Background: an optimization exercise with open tools, aiming at small area. Do not read the settings as production practice.
In this exercise RTL edits were held to simulation tests only and were not proved equivalent to the original.
Power is estimated from default activity; no workload was simulated.

<file path="flow/config.mk">
export PLATFORM = sky130hd
export DESIGN_NAME = l1_state_array
export DESIGN_NICKNAME = l1_state_array
export VERILOG_FILES = /design/flow/design.v
export SDC_FILE = /design/flow/constraint.sdc
export NUM_CORES = 4
export LEC_CHECK = 0
export CAP_MARGIN = 20
export CORE_MARGIN = 2
export CORE_UTILIZATION = 40
export SLEW_MARGIN = 20
</file>
<file path="flow/constraint.sdc">
create_clock -name core_clock -period 7.0 [get_ports {clk}]
set_input_delay 1.4000 -clock core_clock [delete_from_list [all_inputs] [get_ports {clk}]]
set_output_delay 1.4000 -clock core_clock [all_outputs]
set_load 0.01 [all_outputs]
</file>
<file path="flow/design.v">
module l1_state_array #(
  parameter int NUM_SETS     = 64,
  parameter int NUM_WAYS     = 8,
  parameter int NUM_RD_PORTS = 2,
  parameter int STATE_W      = 2,
  parameter int INV_STATE    = 0,
  localparam int SET_W       = $clog2(NUM_SETS)
) (
  input  logic                                     clk,
  input  logic                                     reset_n,
  input  logic [NUM_RD_PORTS-1:0]                  rd_en_mm1,
  input  logic [NUM_RD_PORTS*SET_W-1:0]            rd_set_mm1,
  output logic [NUM_RD_PORTS-1:0]                  rd_valid_mm2,
  output logic [NUM_RD_PORTS*NUM_WAYS*STATE_W-1:0] rd_state_mm2,
  input  logic                                     wr_en_mm3,
  input  logic [SET_W-1:0]                         wr_set_mm3,
  input  logic [NUM_WAYS-1:0]                      wr_way_mask_mm3,
  input  logic [STATE_W-1:0]                       wr_state_mm3,
  input  logic                                     flash_inv_req,
  output logic                                     ready,
  output logic                                     flash_inv_done,
  output logic                                     wr_err
);
  localparam int LINE_W = NUM_WAYS * STATE_W;
  typedef logic [LINE_W-1:0] line_t;
  typedef enum logic [1:0] {S_INIT, S_IDLE, S_FLUSH} state_t;
  localparam line_t INV_LINE = {NUM_WAYS{STATE_W'(INV_STATE)}};
  state_t                                             r_state;
  state_t                                             w_state_nxt;
  logic [SET_W-1:0]                                   r_cnt;
  logic [SET_W-1:0]                                   w_cnt_nxt;
  logic                                               w_sweep_last;
  logic                                               r_ready;
  logic                                               r_done;
  logic                                               r_wr_err;
  logic                                               w_wr_acc;
  logic [NUM_RD_PORTS-1:0]                            w_rd_acc;
  line_t                                              w_rd_line [NUM_RD_PORTS];
  logic [NUM_RD_PORTS-1:0]                            r_rd_valid;
  logic [NUM_RD_PORTS*LINE_W-1:0]                     r_rd_state;
  line_t                                              r_mem [NUM_SETS];
  assign w_sweep_last = (r_cnt == SET_W'(NUM_SETS - 1));
  assign w_wr_acc     = wr_en_mm3 & r_ready;
  assign w_rd_acc     = rd_en_mm1 & {NUM_RD_PORTS{r_ready}};
  always_comb begin
    w_state_nxt = r_state;
    w_cnt_nxt   = r_cnt;
    unique case (r_state)
      S_INIT, S_FLUSH: begin
        if (w_sweep_last) begin
          w_state_nxt = S_IDLE;
          w_cnt_nxt   = '0;
        end else begin
          w_cnt_nxt = r_cnt + SET_W'(1);
        end
      end
      S_IDLE: begin
        if (flash_inv_req) w_state_nxt = S_FLUSH;
      end
      default: w_state_nxt = S_INIT;
    endcase
  end
  always_ff @(posedge clk or negedge reset_n) begin
    if (!reset_n) begin
      r_state  <= S_INIT;
      r_cnt    <= '0;
      r_ready  <= 1'b0;
      r_done   <= 1'b0;
      r_wr_err <= 1'b0;
    end else begin
      r_state  <= w_state_nxt;
      r_cnt    <= w_cnt_nxt;
      r_ready  <= (w_state_nxt == S_IDLE);
      r_done   <= (r_state == S_FLUSH) && w_sweep_last;
      r_wr_err <= wr_en_mm3 & ~r_ready;
    end
  end
  always_ff @(posedge clk) begin
    if (r_state != S_IDLE) begin
      r_mem[r_cnt] <= INV_LINE;
    end else if (w_wr_acc) begin
      for (int unsigned w = 0; w < NUM_WAYS; w++) begin
        if (wr_way_mask_mm3[w]) r_mem[wr_set_mm3][w*STATE_W +: STATE_W] <= wr_state_mm3;
      end
    end
  end
  always_comb begin
    for (int unsigned p = 0; p < NUM_RD_PORTS; p++) begin
      w_rd_line[p] = r_mem[rd_set_mm1[p*SET_W +: SET_W]];
      for (int unsigned w = 0; w < NUM_WAYS; w++) begin
        if (w_wr_acc && (wr_set_mm3 == rd_set_mm1[p*SET_W +: SET_W]) && wr_way_mask_mm3[w])
          w_rd_line[p][w*STATE_W +: STATE_W] = wr_state_mm3;
      end
    end
  end
  always_ff @(posedge clk or negedge reset_n) begin
    if (!reset_n) begin
      r_rd_valid <= '0;
      r_rd_state <= '0;
    end else begin
      r_rd_valid <= w_rd_acc;
      for (int unsigned p = 0; p < NUM_RD_PORTS; p++) begin
        r_rd_state[p*LINE_W +: LINE_W] <= w_rd_acc[p] ? w_rd_line[p] : '0;
      end
    end
  end
  assign rd_valid_mm2   = r_rd_valid;
  assign rd_state_mm2   = r_rd_state;
  assign ready          = r_ready;
  assign flash_inv_done = r_done;
  assign wr_err         = r_wr_err;
endmodule
</file>
<file path="flow/run.sh">
#!/bin/bash
# synth_recipe.tcl (not shown) runs the flow's synth.tcl, then flattens the netlist and writes it again
# the make line also repeats each setting of config.mk as NAME=value (left out here)
make -C /OpenROAD-flow-scripts/flow DESIGN_CONFIG=/design/flow/config.mk WORK_HOME=/design/flow/orfs CLKGATE_MAP_FILE= SYNTH_SCRIPT=/design/flow/synth_recipe.tcl finish
</file>
==> metrics.log <==
[metrics] final cell utilization of the core: 0.453
[metrics] number of maximum-capacitance violations: 0
[metrics] count of yosys warnings during synthesis: 2
[metrics] start of the worst register-to-register path: r_state[0]
[metrics] gpl congestion: 1.03
[metrics] number of cell instances on the worst register-to-register path: 7
[metrics] Die H: 364 um
[metrics] number of hold violations in the final report: 0
[metrics] hold path start: r_cnt[4]
[metrics] switching share of power: 0.225
[metrics] average wire length per cell after detail routing: 38.3 um
[metrics] final worst-path cycle share: 0.757
[metrics] summed instance area of the synthesized netlist: 51900 sq um
[metrics] number of cells traversed by the worst hold path: 1
[metrics] layout overhead on the synthesized area: 12.8%
[metrics] combinational group share of total power: 0.053
[metrics] core region area: 129000 sq um
[metrics] number of buffers created by CTS: 113
[metrics] worst min-delay path endpoint: r_cnt[4]
[metrics] effective utilization at floorplan: 0.402
[metrics] source of the critical timing path: wr_en_mm3
[metrics] Synth Net Count: 3359
[metrics] RSZ-0062 raised after global routing: false
[metrics] post-synthesis register bit count: 1069
[metrics] worst slew margin relative to its limit: 0.199
[metrics] Int Pwr: 10.7 mW
[metrics] endpoint arrival time on the critical path: 5.68 ns
[metrics] number of rows in the core area: 132
[metrics] share of cells above drive strength 1: 0.221
[metrics] outcome: timing/DRC/antenna clean
[metrics] pin count of the biggest net entering global routing: 133
[metrics] level count of the clock H-tree: 3
[metrics] Hold Worst Slack: 0.553 ns
[metrics] critical path start-end classification: input pin to register
[metrics] Num Clock Sinks: 1069
[metrics] maximum buffer depth of the clock tree: 3
[metrics] most instantiated flip-flop cell in the synthesis netlist: sky130_fd_sc_hd__edfxtp_1
[metrics] drt first pass iters: 9
[metrics] Crit. End Element: register
[metrics] Post-CTS Setup Inserts: 0
[metrics] startpoint type of the worst setup path: input pin
[metrics] EDFF count, synth: 1024
[metrics] remaining design rule violation count: 0
[metrics] cell count after synthesis: 3324
[metrics] count of distinct cell types in the synthesized netlist: 57
[metrics] detailed placer's ending HPWL: 136000 um
[metrics] setup slack, reg-to-reg: 2.16 ns
[metrics] total I/O pin count: 71
[metrics] Nets: 3380
[metrics] standby leakage power: 17.3 nW
[metrics] Worst-path clk slew: 0.06 ns
[metrics] Async S/R FF share, synth: 0.0421
[metrics] first-pass GRT wire length: 272000 um
[metrics] I/O Buffers: 70
[metrics] Mean Syn Cell Area: 15.6 sq um
[metrics] total length of routed wires: 199000 um
[metrics] clock skew after layout: 0.0486 ns
[metrics] net switching power of the design: 3.10 mW
[metrics] summed area of non-filler cells in the final layout: 58500 sq um
[metrics] Setup-failing EPs final: 0
[metrics] sequential group share of total power: 0.501
[metrics] Clk network pwr share: 0.446
[metrics] aggregate global routing overflow: 0
[metrics] average vias per placed instance: 6.82
[metrics] Hold-fix buffers, CTS: 0
[metrics] final-layout setup total negative slack: 0 ns
[metrics] maximum clock frequency: 0.189 GHz
[metrics] worst-path fanout max: 12
[metrics] total number of vias: 35382
[metrics] CTS root buf: sky130_fd_sc_hd__clkbuf_16
[metrics] Power Dens Cells: 235 nW/um^2
[metrics] data required time of the critical path: 7.38 ns
[metrics] placed inst area: 54800 sq um
[metrics] largest vdd supply drop: 0.000185 V
[metrics] Routed Antenna Nets: 0
[metrics] Seq/Total Area, Yosys: 0.615
[metrics] CTS-repair resized insts: 0
[metrics] final critical path time including I/O delays and setup: 5.30 ns
[metrics] TritonCTS clock tree: built
[metrics] Reg-to-Reg End: r_mem[4][1]
[metrics] Detailed Route Iter0 Violations: 6179
[metrics] count of placed standard cells in the final layout, fillers left out: 5186
[metrics] number of antenna violations at the first check in global routing: 19
[metrics] via count of the first global-routing pass: 33669
[metrics] global-route total usage across every layer: 0.297
[metrics] max-slew violation count: 0
[metrics] Hold Path Class: register to register
[metrics] die width: 364 um
[metrics] cell count after placement: 4972
[metrics] slew at the pin with the worst max-slew slack: 1.17 ns
[metrics] insertion delay of the later-clocked pin in the worst-skew pair: 0.74 ns
[metrics] Die ar.: 133000 sq um
[sequential cells by signal, indices dropped and copies added, names as in the netlist]
| register | count |
|---|---|
| r_cnt | 6 |
| r_done | 1 |
| r_mem | 1024 |
| r_rd_state | 32 |
| r_rd_valid | 2 |
| r_ready | 1 |
| r_state | 2 |
| r_wr_err | 1 |
[metrics by stage]
stage / total power, mW / setup WS, ns
after CTS: 13.8 / 1.97
after global placement: 7.74 / 1.26
after global routing: 14.0 / 1.66
final: 13.8 / 1.70
after floorplan: 7.44 / 0.437
after detailed placement: 7.74 / 1.21
[per-layer routing]
layer | GRT usage | share of wire
met5 | 0 | 0.00074
met4 | 0.170 | 0.070
met3 | 0.107 | 0.15
met2 | 0.432 | 0.43
met1 | 0.384 | 0.35
[critical path, cell delays in order]
cell and delay, ns:
sky130_fd_sc_hd__clkdlybuf4s50_1 0.51, sky130_fd_sc_hd__and4b_1 0.21, sky130_fd_sc_hd__buf_4 0.29, sky130_fd_sc_hd__a21boi_2 0.72
sky130_fd_sc_hd__mux2i_1 0.50, sky130_fd_sc_hd__nor4_2 0.79, sky130_fd_sc_hd__nand2_1 0.83, sky130_fd_sc_hd__nor2_1 0.40
[cell families after synthesis]
| logic type | share of synthesized area |
|---|---|
| compound gates | 0.0541 |
| xor+xnor | 0.00270 |
| simple gates | 0.0810 |
| flops | 0.615 |
| fa+ha+maj | 0.000241 |
| buf+inv | 0.0217 |
| mux | 0.226 |
[synthesized netlist by cell type (15+ instances only)]
master                        n  share of area
sky130_fd_sc_hd__a211oi_1    31         0.0045
sky130_fd_sc_hd__a21oi_1     45         0.0043
sky130_fd_sc_hd__a221oi_1    20         0.0034
sky130_fd_sc_hd__a22o_1      34         0.0057
sky130_fd_sc_hd__a22oi_1     84          0.012
sky130_fd_sc_hd__a31oi_1     17         0.0021
sky130_fd_sc_hd__and2_1      16         0.0019
sky130_fd_sc_hd__buf_1       38         0.0028
sky130_fd_sc_hd__buf_2       58         0.0056
sky130_fd_sc_hd__clkbuf_1   150          0.011
sky130_fd_sc_hd__dfrtp_1     45          0.022
sky130_fd_sc_hd__edfxtp_1  1024           0.59
sky130_fd_sc_hd__mux2_2      15         0.0033
sky130_fd_sc_hd__mux2i_1    206          0.040
sky130_fd_sc_hd__mux4_2     420           0.18
sky130_fd_sc_hd__nand2_1    158          0.011
sky130_fd_sc_hd__nand2b_1    16         0.0019
sky130_fd_sc_hd__nand3_1     58         0.0056
sky130_fd_sc_hd__nand4_1     24         0.0029
sky130_fd_sc_hd__nor2_1     542          0.039
sky130_fd_sc_hd__nor2b_1     44         0.0053
sky130_fd_sc_hd__nor3_1      22         0.0021
sky130_fd_sc_hd__nor4_2      16         0.0039
sky130_fd_sc_hd__o21ai_0     26         0.0025
sky130_fd_sc_hd__o221ai_1    18         0.0030
sky130_fd_sc_hd__o22ai_1     41         0.0049
[power by group through the flow]
| stage | registers, mW | logic, mW | clock network [mW] |
|---|---|---|---|
| 6_report | 6.90 | 0.732 | 6.14 |
| 5_1_grt | 6.90 | 0.736 | 6.39 |
| 4_1_cts | 6.90 | 0.704 | 6.16 |
| 3_5_place_dp | 7.04 | 0.703 | 0 |
| 3_3_place_gp | 7.04 | 0.701 | 0 |
| 2_1_floorplan | 7.04 | 0.404 | 0 |
[worst max path at each step]
| stage | to | slack (ns) | cells past startpoint |
|---|---|---|---|
| after floorplan | r_mem[0][11] | 0.44 | 5 |
| after global placement | r_mem[14][8] | 1.26 | 8 |
| after detailed placement | r_mem[37][6] | 1.21 | 8 |
| after CTS | r_mem[5][3] | 1.97 | 8 |
| after global routing | r_mem[45][10] | 1.66 | 8 |
| final | r_mem[4][1] | 1.70 | 8 |
[cell type report]
| cell class | instances | area, sq um |
|---|---|---|
| diodes | 4 | 10.0 |
| clock buffers | 142 | 3040 |
| clock inverters | 68 | 693 |
| fillers | 11339 | 70700 |
| inverters | 5 | 18.8 |
| multi-input cells | 1989 | 19000 |
| flip-flops and latches | 1069 | 31900 |
| well taps | 1742 | 2180 |
| repair buffers | 167 | 1670 |
[layout by cell type, fill, tap and decap left out, drive strengths merged, types with 41 or more instances in the layout]
master,instances
nor2b,44
edfxtp,1024
a21oi,45
clkinv,43
dfrtp,45
clkbuf,143
mux4,420
nand3,58
clkdlybuf4s50,60
a22oi,84
o22ai,41
mux2i,207
nor2,542
nand2,158
buf,106

## afterwards: timing with drivers on the ports
No port has a modelled driver above. Below, the same layout with a new extraction and two added sets of constraints.
Step 1 assumes that a clkbuf_16 drives the clock port and a buf_2 every other input.
Step 2 adds t to the input delays and takes it off the output delays; t is the mean of the earliest and latest rising clock arrival at the registers after step 1. Input paths then give back, and output paths get back, about the clock's delay inside the block.
Slacks: ideal ports / drivers / drivers and shift; pairs: ideal ports / drivers.
shift t [ns]: 0.795
setup slack, ns: 1.698 / 1.744 / 0.948
worst setup path after step 2: input to register
clock arrival spread, ns: 0.050 / 0.051
worst register clock-pin slew, ns: 0.07 / 0.07
After both steps setup and hold are still met in this run. For this run, drivers alone change the setup slack by +0.046 ns; drivers and shift together by -0.750 ns.
